Source: an optimization exercise on an open RTL-to-GDS flow (aim: small area, a short achievable clock period and few clock cycles). Production flows keep margins and buffers that such runs may drop.
The RTL was checked by simulation tests, not by an equivalence proof against the original design.

## delta
==> flow/design.v (excerpt) <==
module multicycle_datapath #(
    parameter int DATA_W  = 32,
    parameter int NREG    = 16,
    parameter int IADDR_W = 10,
    parameter int DADDR_W = 10
) (
    input  logic               clk,
    input  logic               rst,
    output logic               imem_req,
    output logic [IADDR_W-1:0] imem_addr,
    input  logic               imem_ack,
    input  logic [31:0]        imem_rdata,
    output logic               dmem_req,
    output logic               dmem_we,
    output logic [DADDR_W-1:0] dmem_addr,
    output logic [DATA_W-1:0]  dmem_wdata,
    input  logic               dmem_ack,
    input  logic [DATA_W-1:0]  dmem_rdata,
    output logic [31:0]        pc,
    output logic               halted,
    output logic               err
);
    localparam int RI_W = $clog2(NREG);
    localparam logic [RI_W-1:0] RA = 4'd15;    
    logic [31:0]       fpc;                  
    logic              rstQ, stopF;         
    logic              irV, irCall;
    logic              irSpec, resolveOk;    
    logic [31:0]       ir;                   
    logic [RI_W-1:0]   irRb;                 
  ...
Size in the first run: about 740 flip-flops, ~160 I/O pins, roughly 40,000 µm² of cells after synthesis.
clock: 10.0 ns
lec_check: 0
cap_margin: 20
core_margin: 2
core_utilization: 50
slew_margin: 20
standard.sh (not shown) runs the stock make flow with config.mk's settings and CLKGATE_MAP_FILE= SYNTH_SCRIPT=/design/flow/synth_recipe.tcl, a recipe that flattens the netlist after the stock synthesis.
==> flow/flow/run.sh <==
#!/bin/bash
# Layout: the standard ORFS flow, with changes only to how the layout is optimised:
set -euo pipefail
cd "$(dirname "$0")/.."
bash standard.sh \
  "SETUP_SLACK_MARGIN=9" \
  "TNS_END_PERCENT=0" \
  "BUFFER_PORTS_ARGS=-buffer_cell sky130_fd_sc_hd__buf_2" \
  finish > flow.log 2>&1
Testbench counts of delta, summed over its fixed seeds: cycles 17,542.
Input-level comparison between zinc and delta:
--- a/flow/design.v
+++ b/flow/design.v
@@ -175,24 +175,22 @@
             xAddr <= dAddr[DADDR_W+1:2];
             xRd <= dRd;
             xWe <= dWe;
             xLd <= dLd;
             xSt <= dSt;
             xCmp <= dCmp;
-        end
-    always_ff @(posedge clk) begin
-        xSub <= !irCall && (dOp == cpu_pkg::OP_SUB || dOp == cpu_pkg::OP_CMP);
-        xArith <= !irCall && (dOp == cpu_pkg::OP_ADD || dOp == cpu_pkg::OP_SUB);
-        xAnd <= !irCall && dOp == cpu_pkg::OP_AND;
-        xOr <= !irCall && dOp == cpu_pkg::OP_OR;
-        xNot <= !irCall && dOp == cpu_pkg::OP_NOT;
-        xMov <= irCall || dOp == cpu_pkg::OP_MOV;
-        xLsl <= !irCall && dOp == cpu_pkg::OP_LSL;
-        xShr <= !irCall && (dOp == cpu_pkg::OP_LSR || dOp == cpu_pkg::OP_ASR);
-        xAsr <= !irCall && dOp == cpu_pkg::OP_ASR;
-    end
+            xSub <= !irCall && (dOp == cpu_pkg::OP_SUB || dOp == cpu_pkg::OP_CMP);
+            xArith <= !irCall && (dOp == cpu_pkg::OP_ADD || dOp == cpu_pkg::OP_SUB);
+            xAnd <= !irCall && dOp == cpu_pkg::OP_AND;
+            xOr <= !irCall && dOp == cpu_pkg::OP_OR;
+            xNot <= !irCall && dOp == cpu_pkg::OP_NOT;
+            xMov <= irCall || dOp == cpu_pkg::OP_MOV;
+            xLsl <= !irCall && dOp == cpu_pkg::OP_LSL;
+            xShr <= !irCall && (dOp == cpu_pkg::OP_LSR || dOp == cpu_pkg::OP_ASR);
+            xAsr <= !irCall && dOp == cpu_pkg::OP_ASR;
+        end
     logic [4:0]       fOp;
     logic             fLegal, fB, fCond, fCall, fRet, fNop, fPush, fBr, fSpecOk, fBlock, fConsume, irFree;
     logic             fUnres, fPredict, fPredT, fTaken, fJump, dWrRa, xWrRa;
     logic [31:0]      fpc4, ftgt, ra;
     logic [IADDR_W:0] fLoSum;
     logic             fCross;
Results
- Diff delta -> zinc | average footprint of a synthesized cell | down slightly
- Max initial antenna violation count across zinc and delta: delta
- zinc against delta: worst hold slack grew by 0.030 ns, detailed-router iteration count before antenna repair grew by 2, final wirelength grew by 7.9%, delay of the slowest critical-path stage grew by 0.36 ns.
- Compared with delta, zinc supports a higher clock frequency.
- Status: core utilization parity (zinc, delta)
- Summary of zinc over delta: worst reg-to-reg setup slack has increased; number of vias after detailed routing +1,179; final cell count saw an increase; setup slack now larger; relative slew slack saw a decrease.
Testbench counts of zinc, summed over its fixed seeds: cycles 17,542.

==> what the ideal ports hide <==
Ports are ideal in the flow. The routed layouts listed here were re-timed in OpenROAD. Step 1 sets driving cells, clkbuf_16 on the clock port and buf_2 on the other inputs (assumed; they add their load-dependent delay and slew). Step 2, shift: input delay + t, output delay - t, t = (earliest + latest rising clock arrival at the registers) / 2. This alone moves slack from input paths to output paths. Slacks: ideal / step 1 / step 2; pairs: ideal / step 1.
run	t (ns)	slack for setup (ns)	latest minus earliest clock arrival (ns)	cell pins on the clock port's net
delta	0.709	5.878 / 5.878 / 5.369	0.058 / 0.059	1
zinc	0.703	5.942 / 5.942 / 5.528	0.044 / 0.044	1
After both steps setup and hold are still met in every run listed. For delta, which loses most, drivers alone change the setup slack by 0.000 ns; drivers and shift together by -0.509 ns.
